Background: an optimization exercise with open tools, aiming at small area. Do not read the settings as production practice. Only simulation tests tie the RTL to the original design; equivalence was not proved. No activity file was given, so power comes from the tool's default toggle rates.

==> module regfile_sb, before the edit <==
module regfile_sb #(
  parameter int WIDTH    = 32,
  parameter int DEPTH    = 32,
  parameter bit ZERO_REG = 1'b1,
  parameter bit BYPASS   = 1'b1,
  parameter int AW       = $clog2(DEPTH)
) (
  input  logic             clk,
  input  logic             rst,
  input  logic [AW-1:0]    rs1_addr,
  input  logic [AW-1:0]    rs2_addr,
  output logic [WIDTH-1:0] rs1_data,
  output logic [WIDTH-1:0] rs2_data,
  output logic             rs1_busy,
  output logic             rs2_busy,
  input  logic             wr_en,
  input  logic [AW-1:0]    wr_addr,
  input  logic [WIDTH-1:0] wr_data,
  input  logic             rsv_en,
  input  logic [AW-1:0]    rsv_addr,
  output logic             init_done,
  output logic [AW:0]      busy_cnt
);
  localparam int NREG = 32;
  logic             run_q;
  logic             ph_q;       
  logic [AW-1:1]    idx_q;
  logic [AW:0]      cnt_q;
  logic [NREG-1:1]  busy_q;
  logic [WIDTH-1:0] mem_q [NREG-1:1];
  function automatic logic [NREG-1:1] dec(input logic [AW-1:0] a);
    for (int i = 1; i < NREG; i++) dec[i] = (a == AW'(i));
  endfunction
  logic [NREG-1:1] rsv_hit, rs1_sel_a, rs1_sel_b, rs2_sel_a, rs2_sel_b;
  logic            rs1_nz, rs2_nz, byp1, byp2, wr_ok, rsv_ok;
  assign rsv_hit = dec(rsv_addr) & {(NREG-1){run_q & rsv_en}};
  assign wr_ok   = run_q & wr_en  & (wr_addr  != '0);
  assign rsv_ok  = run_q & rsv_en & (rsv_addr != '0);
  assign rs1_nz  = run_q & (rs1_addr != '0);
  assign rs2_nz  = run_q & (rs2_addr != '0);
  assign byp1    = wr_ok & (rs1_addr == wr_addr);
  assign byp2    = wr_ok & (rs2_addr == wr_addr);
  logic [NREG-1:1] rs1_sel_n, rs2_sel_n;
  assign rs1_sel_n = ~(dec(rs1_addr) & {(NREG-1){run_q & !byp1}});
  assign rs2_sel_n = ~(dec(rs2_addr) & {(NREG-1){run_q & !byp2}});
  rf_inv #(NREG-1) u_s1a (.a(rs1_sel_n), .y(rs1_sel_a));
  rf_inv #(NREG-1) u_s1b (.a(rs1_sel_n), .y(rs1_sel_b));
  rf_inv #(NREG-1) u_s2a (.a(rs2_sel_n), .y(rs2_sel_a));
  rf_inv #(NREG-1) u_s2b (.a(rs2_sel_n), .y(rs2_sel_b));
  logic [AW-1:0] idx;
  assign idx = {idx_q, ph_q};
  always_ff @(posedge clk) begin
    if (!rst) begin
      run_q <= 1'b0;
      idx_q <= '0;
    end else if (!run_q) begin
      if (ph_q) idx_q <= idx_q + 1'b1;
      if (idx == AW'(DEPTH - 1)) run_q <= 1'b1;
    end
  end
  always_ff @(posedge clk) begin
    if (!rst) ph_q <= 1'b0;
    else      ph_q <= !ph_q;
  end
  logic [WIDTH-1:0] dcol_a, dcol_b;   
  logic [NREG-1:1]  we_a, we_b, we_n_a, we_n_b;   
  logic [WIDTH-1:0] dcol_n;
  logic [NREG-1:1]  we_raw;
  assign dcol_n = ~((wr_data & {WIDTH{run_q}}) ^ {WIDTH{ph_q}});
  rf_inv #(WIDTH) u_dca (.a(dcol_n), .y(dcol_a));
  rf_inv #(WIDTH) u_dcb (.a(dcol_n), .y(dcol_b));
  assign we_raw = (dec(wr_addr) & {(NREG-1){wr_en}}) | {(NREG-1){!run_q}};
  rf_inv #(NREG-1) u_wea  (.a(~we_raw), .y(we_a));
  rf_inv #(NREG-1) u_web  (.a(~we_raw), .y(we_b));
  rf_inv #(NREG-1) u_wena (.a(we_raw),  .y(we_n_a));
  rf_inv #(NREG-1) u_wenb (.a(we_raw),  .y(we_n_b));
  for (genvar i = 1; i < NREG; i++) begin : g_row
    logic [WIDTH-1:0] d;
    for (genvar b = 0; b < WIDTH; b++) begin : g_bit
      rf_o22ai u_d (.a1(i <= 16 ? dcol_a[b] : dcol_b[b]),
                    .a2(b < 16 ? we_n_a[i] : we_n_b[i]), .b1(mem_q[i][b]),
                    .b2(b < 16 ? we_a[i] : we_b[i]), .y(d[b]));
    end
    always_ff @(posedge clk) mem_q[i] <= d;
  end
  always_ff @(posedge clk) busy_q <= (busy_q & we_n_b) | rsv_hit;
  logic busy_at_wr, busy_at_rsv, cnt_inc, cnt_dec;
  rf_rd31 u_bzw (.v(busy_q), .s(we_a),    .y(busy_at_wr));
  rf_rd31 u_bzr (.v(busy_q), .s(rsv_hit), .y(busy_at_rsv));
  assign cnt_inc = rsv_ok & !busy_at_rsv;
  assign cnt_dec = run_q & busy_at_wr & !(rsv_en & (rsv_addr == wr_addr));
  always_ff @(posedge clk) begin
    if (!rst) cnt_q <= '0;
    else if (cnt_inc && !cnt_dec) cnt_q <= cnt_q + 1'b1;
    else if (cnt_dec && !cnt_inc) cnt_q <= cnt_q - 1'b1;
  end
  logic             c1, c2;
  assign c1 = ph_q & rs1_nz;
  assign c2 = ph_q & rs2_nz;
  for (genvar b = 0; b < WIDTH; b++) begin : g_rd
    logic [31:0] v;
    for (genvar i = 1; i < NREG; i++) begin : g_v
      assign v[i-1] = mem_q[i][b];
    end
    assign v[31] = dcol_b[b];
    rf_rd32 u_rs1 (.v(v), .s({byp1, b < 16 ? rs1_sel_a : rs1_sel_b}), .c(c1), .y(rs1_data[b]));
    rf_rd32 u_rs2 (.v(v), .s({byp2, b < 16 ? rs2_sel_a : rs2_sel_b}), .c(c2), .y(rs2_data[b]));
  end
  rf_rd31 u_bz1 (.v(busy_q), .s(rs1_sel_b), .y(rs1_busy));
  rf_rd31 u_bz2 (.v(busy_q), .s(rs2_sel_b), .y(rs2_busy));
  assign init_done = run_q;
  assign busy_cnt  = cnt_q;
endmodule
==> module rf_rd32, before the edit <==
module rf_rd32 (
  input  logic [31:0] v,
  input  logic [31:0] s,
  input  logic        c,
  output logic        y
);
  logic [9:0] n;
  logic [1:0] q;
  logic [2:0] p;
  for (genvar g = 0; g < 10; g++) begin : g_t
    rf_a222oi u (.a1(v[3*g]), .a2(s[3*g]), .b1(v[3*g+1]), .b2(s[3*g+1]),
                 .c1(v[3*g+2]), .c2(s[3*g+2]), .y(n[g]));
  end
  rf_nand2 u_q0 (.a(v[30]), .b(s[30]), .y(q[0]));
  rf_nand2 u_q1 (.a(v[31]), .b(s[31]), .y(q[1]));
  rf_nand4 u_p0 (.a(n[0]), .b(n[1]), .c(n[2]), .d(n[3]), .y(p[0]));
  rf_nand4 u_p1 (.a(n[4]), .b(n[5]), .c(n[6]), .d(n[7]), .y(p[1]));
  rf_nand4 u_p2 (.a(n[8]), .b(n[9]), .c(q[0]), .d(q[1]), .y(p[2]));
  logic       o;
  rf_or3   u_o  (.a(p[0]), .b(p[1]), .c(p[2]), .y(o));
  rf_xor2  u_y  (.a(o), .b(c), .y(y));
endmodule
export LEC_CHECK = 0
export CAP_MARGIN = 20
export CORE_MARGIN = 2
export CORE_UTILIZATION = 40
export CTS_BUF_LIST = sky130_fd_sc_hd__clkbuf_16
export CTS_CLUSTER_DIAMETER = 100
export CTS_CLUSTER_SIZE = 25
export SLEW_MARGIN = 20
export SYNTH_HIERARCHICAL = 1
export SYNTH_MINIMUM_KEEP_SIZE = 0
create_clock -name core_clock -period 10.0 [get_ports {clk}]
standard.sh (not shown) runs the stock make flow with config.mk's settings and CLKGATE_MAP_FILE= SYNTH_SCRIPT=/design/flow/synth_recipe.tcl, a recipe that flattens the netlist after the stock synthesis.
==> flow/flow/run.sh <==
#!/bin/bash
# The standard layout (standard.sh, unchanged synthesis), except that the
# ports are buffered with the smallest buffer cell instead of the default.
set -euo pipefail
bash standard.sh "BUFFER_PORTS_ARGS=-buffer_cell sky130_fd_sc_hd__buf_1" finish > flow_make.log 2>&1
Change:
--- a/flow/design.v
+++ b/flow/design.v
@@ -41,10 +41,10 @@
   assign rs2_nz  = run_q & (rs2_addr != '0);
   assign byp1    = wr_ok & (rs1_addr == wr_addr);
   assign byp2    = wr_ok & (rs2_addr == wr_addr);
   logic [NREG-1:1] rs1_sel_n, rs2_sel_n;
-  assign rs1_sel_n = ~(dec(rs1_addr) & {(NREG-1){run_q & !byp1}});
-  assign rs2_sel_n = ~(dec(rs2_addr) & {(NREG-1){run_q & !byp2}});
+  assign rs1_sel_n = ~(dec(rs1_addr) & {(NREG-1){run_q}});
+  assign rs2_sel_n = ~(dec(rs2_addr) & {(NREG-1){run_q}});
   rf_inv #(NREG-1) u_s1a (.a(rs1_sel_n), .y(rs1_sel_a));
   rf_inv #(NREG-1) u_s1b (.a(rs1_sel_n), .y(rs1_sel_b));
   rf_inv #(NREG-1) u_s2a (.a(rs2_sel_n), .y(rs2_sel_a));
   rf_inv #(NREG-1) u_s2b (.a(rs2_sel_n), .y(rs2_sel_b));
@@ -74,10 +74,12 @@
   rf_inv #(NREG-1) u_wea  (.a(~we_raw), .y(we_a));
   rf_inv #(NREG-1) u_web  (.a(~we_raw), .y(we_b));
   rf_inv #(NREG-1) u_wena (.a(we_raw),  .y(we_n_a));
   rf_inv #(NREG-1) u_wenb (.a(we_raw),  .y(we_n_b));
+  logic [WIDTH-1:0] nxt [NREG-1:1];
   for (genvar i = 1; i < NREG; i++) begin : g_row
     logic [WIDTH-1:0] d;
+    assign nxt[i] = d;
     for (genvar b = 0; b < WIDTH; b++) begin : g_bit
       rf_o22ai u_d (.a1(i <= 16 ? dcol_a[b] : dcol_b[b]),
                     .a2(b < 16 ? we_n_a[i] : we_n_b[i]), .b1(mem_q[i][b]),
                     .b2(b < 16 ? we_a[i] : we_b[i]), .y(d[b]));
@@ -95,45 +97,35 @@
     else if (cnt_inc && !cnt_dec) cnt_q <= cnt_q + 1'b1;
     else if (cnt_dec && !cnt_inc) cnt_q <= cnt_q - 1'b1;
   end
   logic             c1, c2;
-  assign c1 = ph_q & rs1_nz;
-  assign c2 = ph_q & rs2_nz;
+  assign c1 = !ph_q & rs1_nz;
+  assign c2 = !ph_q & rs2_nz;
   for (genvar b = 0; b < WIDTH; b++) begin : g_rd
-    logic [31:0] v;
+    logic [31:1] v;
     for (genvar i = 1; i < NREG; i++) begin : g_v
-      assign v[i-1] = mem_q[i][b];
+      assign v[i] = nxt[i][b];
     end
-    assign v[31] = dcol_b[b];
-    rf_rd32 u_rs1 (.v(v), .s({byp1, b < 16 ? rs1_sel_a : rs1_sel_b}), .c(c1), .y(rs1_data[b]));
-    rf_rd32 u_rs2 (.v(v), .s({byp2, b < 16 ? rs2_sel_a : rs2_sel_b}), .c(c2), .y(rs2_data[b]));
-  end
-  rf_rd31 u_bz1 (.v(busy_q), .s(rs1_sel_b), .y(rs1_busy));
-  rf_rd31 u_bz2 (.v(busy_q), .s(rs2_sel_b), .y(rs2_busy));
+    rf_rd31x u_rs1 (.v(v), .s(b < 16 ? rs1_sel_a : rs1_sel_b), .c(c1), .y(rs1_data[b]));
+    rf_rd31x u_rs2 (.v(v), .s(b < 16 ? rs2_sel_a : rs2_sel_b), .c(c2), .y(rs2_data[b]));
+  end
+  logic bz1, bz2;
+  rf_rd31 u_bz1 (.v(busy_q), .s(rs1_sel_b), .y(bz1));
+  rf_rd31 u_bz2 (.v(busy_q), .s(rs2_sel_b), .y(bz2));
+  assign rs1_busy = bz1 & !byp1;
+  assign rs2_busy = bz2 & !byp2;
   assign init_done = run_q;
   assign busy_cnt  = cnt_q;
 endmodule
-module rf_rd32 (
-  input  logic [31:0] v,
-  input  logic [31:0] s,
+module rf_rd31x (
+  input  logic [31:1] v,
+  input  logic [31:1] s,
   input  logic        c,
   output logic        y
 );
-  logic [9:0] n;
-  logic [1:0] q;
-  logic [2:0] p;
-  for (genvar g = 0; g < 10; g++) begin : g_t
-    rf_a222oi u (.a1(v[3*g]), .a2(s[3*g]), .b1(v[3*g+1]), .b2(s[3*g+1]),
-                 .c1(v[3*g+2]), .c2(s[3*g+2]), .y(n[g]));
-  end
-  rf_nand2 u_q0 (.a(v[30]), .b(s[30]), .y(q[0]));
-  rf_nand2 u_q1 (.a(v[31]), .b(s[31]), .y(q[1]));
-  rf_nand4 u_p0 (.a(n[0]), .b(n[1]), .c(n[2]), .d(n[3]), .y(p[0]));
-  rf_nand4 u_p1 (.a(n[4]), .b(n[5]), .c(n[6]), .d(n[7]), .y(p[1]));
-  rf_nand4 u_p2 (.a(n[8]), .b(n[9]), .c(q[0]), .d(q[1]), .y(p[2]));
-  logic       o;
-  rf_or3   u_o  (.a(p[0]), .b(p[1]), .c(p[2]), .y(o));
-  rf_xor2  u_y  (.a(o), .b(c), .y(y));
+  logic o;
+  rf_rd31 u_t (.v(v), .s(s), .y(o));
+  rf_xor2 u_y (.a(o), .b(c), .y(y));
 endmodule
 module rf_rd31 (
   input  logic [31:1] v,
   input  logic [31:1] s,
=> Design area falls by 1.3%. Worst hold slack improves by 55 ps. Setup slack improved by 380 ps. Total power goes down by 0.34%. Die area shrinks by 0.98%.

-- re-timing with driven ports --
How much do the figures lean on ideal ports? The routed layouts below were timed once more, with nothing changed but the port constraints.
Step 1 (the two cells are an assumption about what drives the block):
set clk [get_ports {clk}]
set_driving_cell -lib_cell sky130_fd_sc_hd__clkbuf_16 $clk
set_driving_cell -lib_cell sky130_fd_sc_hd__buf_2 [delete_from_list [all_inputs] $clk]
Step 2 also shifts input and output timing later by t, the mid clock arrival at the registers, as if the neighbouring blocks saw the same clock.
a / b / c = ideal / step 1 / step 2; a / b = the first two.
run | t, ns | setup slack, ns | slew at the worst register clock pin (ns)
the first run | 0.699 | 1.313 / 1.284 / 1.284 | 0.11 / 0.11
the second run | 0.709 | 1.689 / 1.536 / 1.536 | 0.11 / 0.11
After both steps every run listed still meets setup and hold. The setup slack of the second run, which loses most, moves by -0.153 ns with the drivers and by -0.153 ns with both steps.
